This design comes from an exercise in tuning for small area, a short achievable clock period and few clock cycles per item on the open sky130 flow, not from production work.
RTL that was checked went through simulation tests only; none was proved equivalent to the original.
No activity file was given, so power comes from the tool's default toggle rates.

before:
Design mvm_layer, start of the top module:
module mvm_layer (
   input  logic  clk,
   input  logic  reset,
   input  logic  s_valid,
   output logic  s_ready,
   input  logic signed [16-1:0] data_in,
   output logic  m_valid,
   input  logic  m_ready,
   output logic signed [16-1:0] data_out
);
Size in the first run: ~0.035 sq mm of cells after synthesis.
clock: 7.0 ns
lec_check: 0
cap_margin: 20
core_margin: 2
core_utilization: 40
cts_buf_list: sky130_fd_sc_hd__clkbuf_4 sky130_fd_sc_hd__clkbuf_8
place_density: 0.6
setup_slack_margin: 4.4
slew_margin: 20
standard.sh (not shown) runs the stock make flow with config.mk's settings and CLKGATE_MAP_FILE= SYNTH_SCRIPT=/design/flow/synth_recipe.tcl, a recipe that flattens the netlist after the stock synthesis.
==> flow/flow/run.sh <==
#!/bin/bash
# Layout flow: the standard synthesis, then a polarity pass on the full
# adders of the synthesized netlist (flow/polfix.py: a full adder is
# self-dual, so complementing its inputs complements its outputs; choosing
# each adder's polarity removes most inverters between adders), checked
# against the synthesized netlist on random vectors (flow/neteq.py), then the
# standard flow from floorplan to the final layout.
set -euo pipefail
R=orfs/results/${FLOW_PLATFORM}/mvm_layer/base

bash standard.sh synth > synth.log 2>&1

cp $R/1_2_yosys.v $R/1_2_yosys_std.v
python3 flow/polfix.py $R/1_2_yosys_std.v $R/1_2_yosys_pol.v > polfix.log 2>&1
python3 flow/neteq.py $R/1_2_yosys_std.v $R/1_2_yosys_pol.v 40 > neteq.log 2>&1
cp $R/1_2_yosys_pol.v $R/1_2_yosys.v
rm -f $R/1_synth.odb $R/1_synth.sdc

bash standard.sh > layout.log 2>&1
Other scripts of this flow, unchanged in this note and not shown: flow/flow/neteq.py, flow/flow/polfix.py
diff inputs: before => after
Settings: clearing CTS_BUF_LIST, which used to be sky130_fd_sc_hd__clkbuf_4 sky130_fd_sc_hd__clkbuf_8.
==> comparison <==
- All of after and before finish clean.
- Status: register fraction of the total cell area parity (before, after)
- Across both runs, static leakage was lower for after than for before.
- Between after and before, the difference in global-route wire length before repair is negligible.
- Of after and before, it is after that has the higher areal power density over the cells.
- Peak per-stage delay on the critical path was lower in the run labelled before.
- Looking at critical path depth, after sits below before.
- Comparing before with after, the share of the cycle needed by the critical path after routing came out essentially unchanged.
- Cell area essentially unchanged between after and before.
- Compared after vs before, and routed wire length is down in after.
No run of this note included a check of the RTL's function; only the layout flow was run.

---

mvm_layer, a different RTL version from the one above (not shown whole).
Size in the first run: about 2800 cells after synthesis, ~560 flip-flops, ~38 I/O pins, about 35000 µm² of cells after synthesis.
clock: 7.0 ns
lec_check: 0
cap_margin: 20
core_margin: 2
core_utilization: 40
place_density: 0.6
setup_slack_margin: 4.5
slew_margin: 20
run.sh (not shown) runs the stock make flow with config.mk's settings and CLKGATE_MAP_FILE= SYNTH_SCRIPT=/design/flow/synth_recipe.tcl, a recipe that flattens the netlist after the stock synthesis.
Stock flow here: none of the scripts above is used.
The starting point completed without violations.
Next try:
Settings changed: SETUP_SLACK_MARGIN 4.5 to 4.0.
Cell count goes down by 1.7%.
Synthesized area does not change.
Total power fell by 2.9%.
Maximum frequency hardly moves.
Cell area shrinks by 3.6%.
Via count goes down by 2.3%.
Next try:
Settings changed: SETUP_SLACK_MARGIN 4.0 to not set.
- maximum frequency falls by 7.8%
- worst setup slack is worse by 0.29 ns
- clock power rises by 6.4%
- die area stays the same
- final area falls by 4.5%
- cell count falls by 1.6%
- count of clock-buffer cells in the layout rises by 15
- wire length falls by 2.4%
- power rises by 3.1%
- flip-flop and latch count stays the same
Function was not checked in any run of this note: the RTL went through the layout flow alone.

---

== lane 1 ==
mvm_layer, a different RTL version from the one above (not shown whole).
Size in the first run: ~2700 cells after synthesis, ~38 I/O pins, roughly 0.035 mm2 of cells after synthesis.
Design mvm_layer, start of the top module:
module mvm_layer (
   input  logic  clk,
   input  logic  reset,
   input  logic  s_valid,
   output logic  s_ready,
   input  logic signed [16-1:0] data_in,
   output logic  m_valid,
   input  logic  m_ready,
   output logic signed [16-1:0] data_out
);
export LEC_CHECK = 0
export CAP_MARGIN = 20
export CORE_MARGIN = 2
export CORE_UTILIZATION = 50
export CTS_CLUSTER_DIAMETER = 80
export CTS_CLUSTER_SIZE = 25
export PLACE_DENSITY = 0.7
export SETUP_SLACK_MARGIN = 4.6
export SLEW_MARGIN = 20
create_clock -name core_clock -period 7.0 [get_ports {clk}]
standard.sh (not shown) runs the stock make flow with config.mk's settings and CLKGATE_MAP_FILE= SYNTH_SCRIPT=/design/flow/synth_recipe.tcl, a recipe that flattens the netlist after the stock synthesis.
Scripts as last shown in full above: flow/flow/run.sh
Other scripts of this flow, unchanged in this note and not shown: flow/flow/neteq.py, flow/flow/polfix.py
Testbench counts of lane 1, summed over its fixed seeds: cycles 5,216, frames 320.
Relative to lane 1, the following input files were edited for lane 2:
--- a/flow/config.mk
+++ b/flow/config.mk
@@ -9,7 +9,7 @@
 export CORE_MARGIN = 2
-export CORE_UTILIZATION = 50
+export CORE_UTILIZATION = 40
 export CTS_CLUSTER_DIAMETER = 80
 export CTS_CLUSTER_SIZE = 25
-export PLACE_DENSITY = 0.7
-export SETUP_SLACK_MARGIN = 4.6
+export PLACE_DENSITY = 0.6
+export SETUP_SLACK_MARGIN = 4.5
 export SLEW_MARGIN = 20
### Flow results
- Comparing lane 2 and lane 1, the higher combinational share of power is on lane 1.
- A worst setup path endpoint of data_out[1] is what lane 1 shows, while u_lane.q2_s2_15_3 belongs to lane 2.
- There was hardly any difference in worst hold slack between lane 1 and lane 2.
- Comparing lane 2 against lane 1, there is no change at all in area after synthesis.
- Max power share of the sequential group across lane 2 and lane 1: lane 2
- Lane 1 leaves more setup margin than lane 2.
- Max area inside the core boundary across lane 2 and lane 1: lane 2
- Lane 2: flow completed, timing, DRC and antenna clean
- Switching component of the power (lower): lane 2
- Compared with lane 1, in lane 2 routed wire length moved down; final cell count without fillers moved up.
- Cmp lane 2 and lane 1 / global-route usage / higher: lane 1
[inputs] lane 3 vs lane 2
--- a/flow/config.mk
+++ b/flow/config.mk
@@ -7,2 +7,3 @@
 export LEC_CHECK = 0
+export ABC_AREA = 1
 export CAP_MARGIN = 20
@@ -13,3 +14,3 @@
 export PLACE_DENSITY = 0.6
-export SETUP_SLACK_MARGIN = 4.5
+export SETUP_SLACK_MARGIN = 4.6
 export SLEW_MARGIN = 20
==> comparison <==
Lane 3: PASS, flow complete, no timing, DRC or antenna violations. [lane 3] area after synthesis rose 350 um2 relative to lane 2. Area growth from synthesis to final layout: lane 3 > lane 2. Taking lane 2 as 1.0, lane 3 lands at 1.11 on internal power summed over all cells. Number of signal-net buffers in the layout: lane 3 > lane 2. Lower standard cell core area goes to lane 2 over lane 3. [compare] base=lane 2 new=lane 3: via count increased about 8%; non-clock buffering overhead in the final layout saw an increase; number of cells on the critical path went down by 4; wire length of the first global-routing pass increased by about 1.2% relative to the old numbers. A most common cell after layout, fill and taps aside of sky130_fd_sc_hd__xnor2_1 is what lane 2 shows, while sky130_fd_sc_hd__nand2_1 belongs to lane 3.
Inputs modified between lane 3 and lane 4:
--- a/flow/config.mk
+++ b/flow/config.mk
@@ -7,9 +7,8 @@
 export LEC_CHECK = 0
-export ABC_AREA = 1
 export CAP_MARGIN = 20
 export CORE_MARGIN = 2
-export CORE_UTILIZATION = 40
+export CORE_UTILIZATION = 55
 export CTS_CLUSTER_DIAMETER = 80
 export CTS_CLUSTER_SIZE = 25
-export PLACE_DENSITY = 0.6
+export PLACE_DENSITY = 0.75
 export SETUP_SLACK_MARGIN = 4.6
==> comparison <==
Per the comparison of lane 4 with lane 3, register-to-register setup slack now sits lower, hold path depth about even, fmax down about 2.2%. Non-clock buffer count of lane 4 falls short of that of lane 3 by more than a quarter. Going from lane 3 to lane 4, count of multi-input combinational gates shrank by a little under 10%. Final critical-path share of the clock period for lane 4: 0.80 points up relative to lane 3. When lane 4 is measured against lane 3, its worst setup slack before clock tree synthesis turns out 0.29 ns higher.

---

## fjord
mvm_layer again, from the RTL that the note above started with.
==> flow/config.mk <==
export PLATFORM = sky130hd
export DESIGN_NAME = mvm_layer
export DESIGN_NICKNAME = mvm_layer
export VERILOG_FILES = /design/flow/design.v
export SDC_FILE = /design/flow/constraint.sdc
export NUM_CORES = 4
export LEC_CHECK = 0
export CAP_MARGIN = 20
export CORE_MARGIN = 2
export CORE_UTILIZATION = 40
export CTS_CLUSTER_DIAMETER = 80
export CTS_CLUSTER_SIZE = 25
export PLACE_DENSITY = 0.6
export SETUP_SLACK_MARGIN = 4.6
export SLEW_MARGIN = 20
==> flow/constraint.sdc <==
create_clock -name core_clock -period 7.0 [get_ports {clk}]
set_input_delay 1.4000 -clock core_clock [delete_from_list [all_inputs] [get_ports {clk}]]
set_output_delay 1.4000 -clock core_clock [all_outputs]
set_load 0.01 [all_outputs]
Scripts as last shown in full above: flow/flow/run.sh
Other scripts of this flow, unchanged in this note and not shown: flow/flow/neteq.py, flow/flow/polfix.py
Testbench counts of fjord, summed over its fixed seeds: cycles 5,216, frames 320.
Input-level comparison between ember and fjord:
Settings: SETUP_SLACK_MARGIN: 4.6 -> 4.7.
==> comparison <==
When ember is measured against fjord, its overall power turns out 0.000027 W lower.
On fraction of final layout cells with drive strength greater than 1: between fjord and ember, it ends up lower for fjord.
Across both runs, count of placed standard cells in the final layout, fillers left out was higher for ember than for fjord.

---

== run 1 ==
mvm_layer, a different RTL version from the one above (not shown whole).
Size in the first run: about 38 I/O pins, roughly 37000 um^2 of cells after synthesis.
Settings: LEC_CHECK=0, CAP_MARGIN=20, CORE_MARGIN=2, CORE_UTILIZATION=40, PLACE_DENSITY=0.6, SETUP_SLACK_MARGIN=4.5, SLEW_MARGIN=20; clock period 7.0 ns.
Scripts as last shown in full above: flow/flow/run.sh
Other scripts of this flow, unchanged in this note and not shown: flow/flow/neteq.py, flow/flow/polfix.py
Testbench counts of run 1, summed over its fixed seeds: cycles 5,216, frames 320.
Setup changes, run 1 to run 2
-- flow/config.mk --
<<< run 1, line 10
export CORE_UTILIZATION = 40
export PLACE_DENSITY = 0.6
export SETUP_SLACK_MARGIN = 4.5
export SLEW_MARGIN = 20
>>> run 2, line 10
export CORE_UTILIZATION = 40
export PLACE_DENSITY = 0.6
export SETUP_SLACK_MARGIN = 4.3
export SLEW_MARGIN = 20
Notes after the runs:
Run 2 vs run 1: number of non-filler instances in the completed layout down slightly. Non-clock buffer area fraction after layout, run 1 and run 2, higher one = run 1. Required time of the critical path (lower): run 1.
The inputs of run 3 differ from those of run 2 as listed below.
-- flow/config.mk --
<<< run 2, line 9
export CORE_MARGIN = 2
export CORE_UTILIZATION = 40
export PLACE_DENSITY = 0.6
export SETUP_SLACK_MARGIN = 4.3
export SLEW_MARGIN = 20
>>> run 3, line 9
export CORE_MARGIN = 2
export CORE_UTILIZATION = 40
export CTS_CLUSTER_DIAMETER = 80
export CTS_CLUSTER_SIZE = 25
export PLACE_DENSITY = 0.6
export SETUP_SLACK_MARGIN = 4.4
export SLEW_MARGIN = 20
==> notes.md <==
Global-route usage ends up lower on run 3. Initial antenna violation count was higher in the run labelled run 2. Compared with run 2, run 3 shows a wire length on met3 that is 75 um higher. ctl[74] as the origin of the worst setup path was reported by run 3, and u_control.row[0] by run 2. Total power of run 3 is lower than that of run 2. Compared to run 2, run 3 has part of the total power dissipated in combinational logic 3.4 points higher. The utilization in run 3 sits 1.6 points below the value recorded for run 2.
The inputs of run 4 differ from those of run 3 as listed below.
-- flow/config.mk --
<<< run 3, line 9
export CORE_MARGIN = 2
export CORE_UTILIZATION = 40
export CTS_CLUSTER_DIAMETER = 80
export CTS_CLUSTER_SIZE = 25
export PLACE_DENSITY = 0.6
export SETUP_SLACK_MARGIN = 4.4
>>> run 4, line 9
export CORE_MARGIN = 2
export CORE_UTILIZATION = 40
export PLACE_DENSITY = 0.6
export SETUP_SLACK_MARGIN = 4.4
--- outcome ---
- The lower buffer count excluding the clock tree in the final layout came out of run 4.
- Cmp run 4 vs run 3: register share of total power lower in run 4
- For the routed via count divided by cell count, run 4 came in about 0.7% lower than run 3 did.
- Run 4 gives less antenna cell count than run 3 did.
- Going from run 3 to run 4, worst setup slack after layout grows by 53 ps.
- Compared with run 3, run 4 instantiates a larger number of standard cells.

static timing again, ports no longer ideal:
Ports are ideal in the flow. The routed layouts listed here were re-timed in OpenROAD. Step 1: set_driving_cell puts a clkbuf_16 on clk and a buf_2 on each other input, an assumption about the parent block. Step 2 times the ports against the registers' clock, not the clock port: input delays grow and output delays shrink by t, the midpoint of the rising clock arrivals with the driver on. Slacks: ideal ports / drivers / drivers and shift; pairs: ideal ports / drivers.
run	shift t [ns]	setup WS [ns]	hold WS [ns]
before	0.784	3.890 / 3.890 / 3.683	0.305 / 0.305 / 0.305
after	0.690	3.885 / 3.885 / 3.664	0.321 / 0.321 / 0.321
the first run of note 2	0.666	3.587 / 3.587 / 3.587	0.397 / 0.397 / 0.397
the second run of note 2	0.698	3.597 / 3.597 / 3.532	0.401 / 0.401 / 0.401
the third run of note 2	0.678	3.308 / 3.308 / 3.257	0.411 / 0.411 / 0.411
lane 1	0.657	4.511 / 4.448 / 4.032	0.335 / 0.335 / 0.335
lane 2	0.669	4.446 / 4.438 / 3.926	0.333 / 0.333 / 0.333
lane 3	0.663	4.511 / 4.443 / 4.046	0.333 / 0.333 / 0.333
lane 4	0.655	4.455 / 4.455 / 4.004	0.332 / 0.332 / 0.332
fjord	0.671	4.498 / 4.440 / 4.117	0.331 / 0.331 / 0.331
ember	0.651	4.526 / 4.463 / 4.205	0.332 / 0.332 / 0.332
run 1	0.703	4.399 / 4.326 / 3.777	0.322 / 0.322 / 0.322
run 2	0.697	4.284 / 4.279 / 3.711	0.324 / 0.324 / 0.324
run 3	0.673	4.333 / 4.333 / 3.789	0.328 / 0.328 / 0.328
run 4	0.700	4.386 / 4.332 / 3.778	0.327 / 0.327 / 0.327
After both steps every run listed still meets setup and hold. The setup slack of run 1, which loses most, moves by -0.073 ns with the drivers and by -0.622 ns with both steps.
